Source: an optimization exercise on an open RTL-to-GDS flow (aim: small area, a short achievable clock period and few clock cycles per item). Production flows keep margins and buffers that such runs may drop.
RTL that was checked went through simulation tests only; none was proved equivalent to the original.
No activity file was given, so power comes from the tool's default toggle rates.

Design occupancy_box_and_mask_pack, start of the top module:
module occupancy_box_and_mask_pack (
    input  wire logic                                i_clk,
    input  wire logic                                i_rst_n,
    input  wire logic                                start,
    output logic                                     busy,
    input  wire logic [obpk_pkg::MAP_W-1:0]          i_occupancy,
    input  wire logic [obpk_pkg::TYPE_W-1:0]         i_liquid_type,
    output logic                                     o_strobe,
    output logic      [obpk_pkg::POS_W-1:0]          o_box_x,
    output logic      [obpk_pkg::POS_W-1:0]          o_box_z,
    output logic      [obpk_pkg::SPAN_W-1:0]         o_box_width,
    output logic      [obpk_pkg::SPAN_W-1:0]         o_box_height,
    output logic                                     o_all_filled,
    output logic                                     o_grid_empty,
    output logic                                     o_mask_present,
    output logic      [obpk_pkg::MAP_W-1:0]          o_packed_mask,
    output logic      [obpk_pkg::BYTES_W-1:0]        o_heightmap_bytes
);
    logic [7:0]                     n_rows;
    logic [7:0]                     n_cols;
    logic                           r1_vld;
    logic [obpk_pkg::MAP_W-1:0]     r1_map;
    logic [obpk_pkg::POS_W-1:0]     r1_lo_x;
    logic [obpk_pkg::POS_W-1:0]     r1_lo_z;
    logic [obpk_pkg::POS_W-1:0]     r1_hi_x;
    logic [obpk_pkg::POS_W-1:0]     r1_hi_z;
    logic                           r1_any;
    logic                           r1_full;
    logic                           r1_depth_only;
    logic [obpk_pkg::MAP_W-1:0]     zmap;
    logic                           r2_vld;
    logic [obpk_pkg::MAP_W-1:0]     r2_map;
    logic [obpk_pkg::POS_W-1:0]     r2_lo_x;
  ...
Size: ~1500 cells after synthesis, ~260 flip-flops, ~180 I/O pins, about 13000 um^2 of cells after synthesis.
==> module occupancy_box_and_mask_pack, before the edit <==
module occupancy_box_and_mask_pack (
    input  wire logic                                i_clk,
    input  wire logic                                i_rst_n,
    input  wire logic                                start,
    output logic                                     busy,
    input  wire logic [obpk_pkg::MAP_W-1:0]          i_occupancy,
    input  wire logic [obpk_pkg::TYPE_W-1:0]         i_liquid_type,
    output logic                                     o_strobe,
    output logic      [obpk_pkg::POS_W-1:0]          o_box_x,
    output logic      [obpk_pkg::POS_W-1:0]          o_box_z,
    output logic      [obpk_pkg::SPAN_W-1:0]         o_box_width,
    output logic      [obpk_pkg::SPAN_W-1:0]         o_box_height,
    output logic                                     o_all_filled,
    output logic                                     o_grid_empty,
    output logic                                     o_mask_present,
    output logic      [obpk_pkg::MAP_W-1:0]          o_packed_mask,
    output logic      [obpk_pkg::BYTES_W-1:0]        o_heightmap_bytes
);
    logic [7:0]                     n_rows;
    logic [7:0]                     n_cols;
    logic                           r1_vld;
    logic [obpk_pkg::MAP_W-1:0]     r1_map;
    logic [obpk_pkg::POS_W-1:0]     r1_lo_x;
    logic [obpk_pkg::POS_W-1:0]     r1_lo_z;
    logic [obpk_pkg::POS_W-1:0]     r1_hi_x;
    logic [obpk_pkg::POS_W-1:0]     r1_hi_z;
    logic                           r1_any;
    logic                           r1_full;
    logic                           r1_depth_only;
    logic [obpk_pkg::MAP_W-1:0]     zmap;
    logic                           r2_vld;
    logic [obpk_pkg::MAP_W-1:0]     r2_map;
    logic [obpk_pkg::POS_W-1:0]     r2_lo_x;
    logic [obpk_pkg::POS_W-1:0]     r2_lo_z;
    logic [8:1]                     r2_w_hot;
    logic [obpk_pkg::SPAN_W-1:0]    r2_h;
    logic                           r2_full;
    logic                           r2_depth_only;
    logic [obpk_pkg::MAP_W-1:0]     aligned;
    logic [obpk_pkg::MAP_W-1:0]     packed_mask;
    assign busy = 1'b0;
    for (genvar z = 0; z < 8; z++) begin : g_row
        assign n_rows[z] = |i_occupancy[z*8 +: 8];
    end
    assign n_cols = i_occupancy[7:0]   | i_occupancy[15:8]  | i_occupancy[23:16]
                  | i_occupancy[31:24] | i_occupancy[39:32] | i_occupancy[47:40]
                  | i_occupancy[55:48] | i_occupancy[63:56];
    always_ff @(posedge i_clk) begin
        if (!i_rst_n) begin
            r1_vld <= 1'b0;
        end else begin
            r1_vld <= start;
        end
        r1_map        <= i_occupancy;
        r1_lo_x       <= obpk_pkg::first_set(n_cols);
        r1_lo_z       <= obpk_pkg::first_set(n_rows);
        r1_hi_x       <= obpk_pkg::last_set(n_cols);
        r1_hi_z       <= obpk_pkg::last_set(n_rows);
        r1_any        <= |n_rows;
        r1_full       <= &i_occupancy;
        r1_depth_only <= (i_liquid_type == obpk_pkg::NO_FLOAT_TYPE);
    end
    assign zmap = r1_map >> {r1_lo_z, 3'b000};
    always_ff @(posedge i_clk) begin
        if (!i_rst_n) begin
            r2_vld <= 1'b0;
        end else begin
            r2_vld <= r1_vld;
        end
        r2_map        <= zmap >> {r1_lo_x[2], 2'b00};
        r2_lo_x       <= r1_lo_x;
        r2_lo_z       <= r1_lo_z;
        r2_w_hot      <= obpk_pkg::width_hot(r1_lo_x, r1_hi_x, r1_any);
        r2_h          <= r1_any ? obpk_pkg::span(r1_lo_z, r1_hi_z) : 4'd0;
        r2_full       <= r1_full;
        r2_depth_only <= r1_depth_only;
    end
    assign aligned = r2_map >> r2_lo_x[1:0];
    obpk_pack u_pack (
        .i_aligned (aligned),
        .i_sel     (r2_w_hot & {8{~r2_full}}),
        .o_packed  (packed_mask)
    );
    always_ff @(posedge i_clk) begin
        if (!i_rst_n) begin
            o_strobe <= 1'b0;
        end else begin
            o_strobe <= r2_vld;
        end
        o_box_x           <= r2_lo_x;
        o_box_z           <= r2_lo_z;
        o_box_width       <= obpk_pkg::width_of(r2_w_hot);
        o_box_height      <= r2_h;
        o_all_filled      <= r2_full;
        o_grid_empty      <= ~|r2_w_hot;
        o_mask_present    <= (|r2_w_hot) & ~r2_full;
        o_packed_mask     <= packed_mask;
        o_heightmap_bytes <= obpk_pkg::heightmap_bytes(r2_w_hot, r2_h, r2_depth_only);
    end
endmodule
==> flow/config.mk <==
export PLATFORM = sky130hd
export DESIGN_NAME = occupancy_box_and_mask_pack
export DESIGN_NICKNAME = occupancy_box_and_mask_pack
export VERILOG_FILES = /design/flow/design.v
export SDC_FILE = /design/flow/constraint.sdc
export NUM_CORES = 4
export LEC_CHECK = 0
export CAP_MARGIN = 20
export CORE_MARGIN = 2
export CORE_UTILIZATION = 40
export SETUP_SLACK_MARGIN = 2.0
export SLEW_MARGIN = 20
export TNS_END_PERCENT = 5
==> flow/constraint.sdc <==
create_clock -name core_clock -period 4.5 [get_ports {i_clk}]
set_input_delay 0.9000 -clock core_clock [delete_from_list [all_inputs] [get_ports {i_clk}]]
set_output_delay 0.9000 -clock core_clock [all_outputs]
set_load 0.01 [all_outputs]
standard.sh (not shown) runs the stock make flow with config.mk's settings and CLKGATE_MAP_FILE= SYNTH_SCRIPT=/design/flow/synth_recipe.tcl, a recipe that flattens the netlist after the stock synthesis.
==> flow/flow/run.sh <==
#!/bin/bash
# Standard layout, with plain buffers on the ports instead of the
# delay-cell buffers that buffer_ports picks on its own.
set -euo pipefail
export BUFFER_PORTS_ARGS="-buffer_cell sky130_fd_sc_hd__buf_2"
bash standard.sh > standard_flow.log 2>&1
Testbench counts at the start, summed over its fixed seeds: cycles 16,024, items 16,000.
Change:
--- a/flow/design.v
+++ b/flow/design.v
@@ -38,12 +38,12 @@
         end
     endfunction
     function automatic logic [8:0] heightmap_bytes(input logic [8:1] w_hot,
-                                                    input logic [3:0] h,
+                                                    input logic [8:1] h_hot,
                                                     input logic       depth_only);
         heightmap_bytes = '0;
         for (int i = 1; i <= 8; i++) begin
             for (int j = 1; j <= 8; j++) begin
-                if (w_hot[i] && h == 4'(j)) begin
+                if (w_hot[i] && h_hot[j]) begin
                     heightmap_bytes = heightmap_bytes
                         | (depth_only ? 9'((i + 1) * (j + 1)) : 9'((i + 1) * (j + 1) * 5));
                 end
@@ -113,6 +113,7 @@
 );
     logic [7:0]                     n_rows;
     logic [7:0]                     n_cols;
+    logic [obpk_pkg::POS_W-1:0]     n_lo_z;
     logic                           r1_vld;
     logic [obpk_pkg::MAP_W-1:0]     r1_map;
     logic [obpk_pkg::POS_W-1:0]     r1_lo_x;
@@ -127,10 +128,11 @@
     logic [obpk_pkg::MAP_W-1:0]     r2_map;
     logic [obpk_pkg::POS_W-1:0]     r2_lo_x;
     logic [obpk_pkg::POS_W-1:0]     r2_lo_z;
-    logic [8:1]                     r2_w_hot;
-    logic [obpk_pkg::SPAN_W-1:0]    r2_h;
+    logic [8:1]                     r2_sel;      
+    logic [8:1]                     r2_h_hot;
     logic                           r2_full;
     logic                           r2_depth_only;
+    logic [8:1]                     w_hot;
     logic [obpk_pkg::MAP_W-1:0]     aligned;
     logic [obpk_pkg::MAP_W-1:0]     packed_mask;
     assign busy = 1'b0;
@@ -140,22 +142,23 @@
     assign n_cols = i_occupancy[7:0]   | i_occupancy[15:8]  | i_occupancy[23:16]
                   | i_occupancy[31:24] | i_occupancy[39:32] | i_occupancy[47:40]
                   | i_occupancy[55:48] | i_occupancy[63:56];
+    assign n_lo_z = obpk_pkg::first_set(n_rows);
     always_ff @(posedge i_clk) begin
         if (!i_rst_n) begin
             r1_vld <= 1'b0;
         end else begin
             r1_vld <= start;
         end
-        r1_map        <= i_occupancy;
+        r1_map        <= n_lo_z[2] ? {32'd0, i_occupancy[63:32]} : i_occupancy;
         r1_lo_x       <= obpk_pkg::first_set(n_cols);
-        r1_lo_z       <= obpk_pkg::first_set(n_rows);
+        r1_lo_z       <= n_lo_z;
         r1_hi_x       <= obpk_pkg::last_set(n_cols);
         r1_hi_z       <= obpk_pkg::last_set(n_rows);
         r1_any        <= |n_rows;
         r1_full       <= &i_occupancy;
         r1_depth_only <= (i_liquid_type == obpk_pkg::NO_FLOAT_TYPE);
     end
-    assign zmap = r1_map >> {r1_lo_z, 3'b000};
+    assign zmap = r1_map >> {r1_lo_z[1:0], 3'b000};
     always_ff @(posedge i_clk) begin
         if (!i_rst_n) begin
             r2_vld <= 1'b0;
@@ -165,17 +168,18 @@
         r2_map        <= zmap >> {r1_lo_x[2], 2'b00};
         r2_lo_x       <= r1_lo_x;
         r2_lo_z       <= r1_lo_z;
-        r2_w_hot      <= obpk_pkg::width_hot(r1_lo_x, r1_hi_x, r1_any);
-        r2_h          <= r1_any ? obpk_pkg::span(r1_lo_z, r1_hi_z) : 4'd0;
+        r2_sel        <= obpk_pkg::width_hot(r1_lo_x, r1_hi_x, r1_any & ~r1_full);
+        r2_h_hot      <= obpk_pkg::width_hot(r1_lo_z, r1_hi_z, r1_any);
         r2_full       <= r1_full;
         r2_depth_only <= r1_depth_only;
     end
     assign aligned = r2_map >> r2_lo_x[1:0];
     obpk_pack u_pack (
         .i_aligned (aligned),
-        .i_sel     (r2_w_hot & {8{~r2_full}}),
+        .i_sel     (r2_sel),
         .o_packed  (packed_mask)
     );
+    assign w_hot = {r2_sel[8] | r2_full, r2_sel[7:1]};
     always_ff @(posedge i_clk) begin
         if (!i_rst_n) begin
             o_strobe <= 1'b0;
@@ -184,13 +188,13 @@
         end
         o_box_x           <= r2_lo_x;
         o_box_z           <= r2_lo_z;
-        o_box_width       <= obpk_pkg::width_of(r2_w_hot);
-        o_box_height      <= r2_h;
+        o_box_width       <= obpk_pkg::width_of(w_hot);
+        o_box_height      <= obpk_pkg::width_of(r2_h_hot);
         o_all_filled      <= r2_full;
-        o_grid_empty      <= ~|r2_w_hot;
-        o_mask_present    <= (|r2_w_hot) & ~r2_full;
+        o_grid_empty      <= ~|r2_h_hot;
+        o_mask_present    <= |r2_sel;
         o_packed_mask     <= packed_mask;
-        o_heightmap_bytes <= obpk_pkg::heightmap_bytes(r2_w_hot, r2_h, r2_depth_only);
+        o_heightmap_bytes <= obpk_pkg::heightmap_bytes(w_hot, r2_h_hot, r2_depth_only);
     end
 endmodule
 `default_nettype wire
Effect: The changed run ran to the end with no violations. Power is higher by 0.34%. Sequential share of layout area is higher by 1.4 points. Global-route usage is lower by 2.1 points. Cell count is lower by 9.7%. Final area is lower by 2.6%. Routed wire length is lower by 9.8%. First-iteration DRC count is higher by 20%. Clock-buffer cell count is higher by 1. Die area is lower by 4.0%. Maximum frequency is higher by 4.5%. Utilization is higher by 0.47 points. Area after synthesis is lower by 4.1%. Via count is lower by 8.7%. Clock skew is lower by 0.019 ns.
No functional check of the RTL was part of the second run of this note.

-- static timing again, ports no longer ideal --
Ports are ideal in the flow. The routed layouts listed here were re-timed in OpenROAD.
Step 1 (the two cells are an assumption about what drives the block):
set clk [get_ports {i_clk}]
set_driving_cell -lib_cell sky130_fd_sc_hd__clkbuf_16 $clk
set_driving_cell -lib_cell sky130_fd_sc_hd__buf_2 [delete_from_list [all_inputs] $clk]
Step 2 times the ports against the registers' clock, not the clock port: input delays grow and output delays shrink by t, the midpoint of the rising clock arrivals with the driver on.
a / b / c = no drivers / after step 1 / after step 2; a / b = the first two.
run | shift t [ns] | setup slack, ns | clock arrival spread, ns | worst data-port slew with drivers (ns)
the first run | 0.583 | 2.001 / 2.001 / 1.840 | 0.034 / 0.034 | 0.03
the second run | 0.587 | 2.109 / 2.121 / 1.534 | 0.015 / 0.014 | 0.04
After both steps every run listed still meets setup and hold. The setup slack of the second run, which loses most, moves by +0.012 ns with the drivers and by -0.575 ns with both steps.
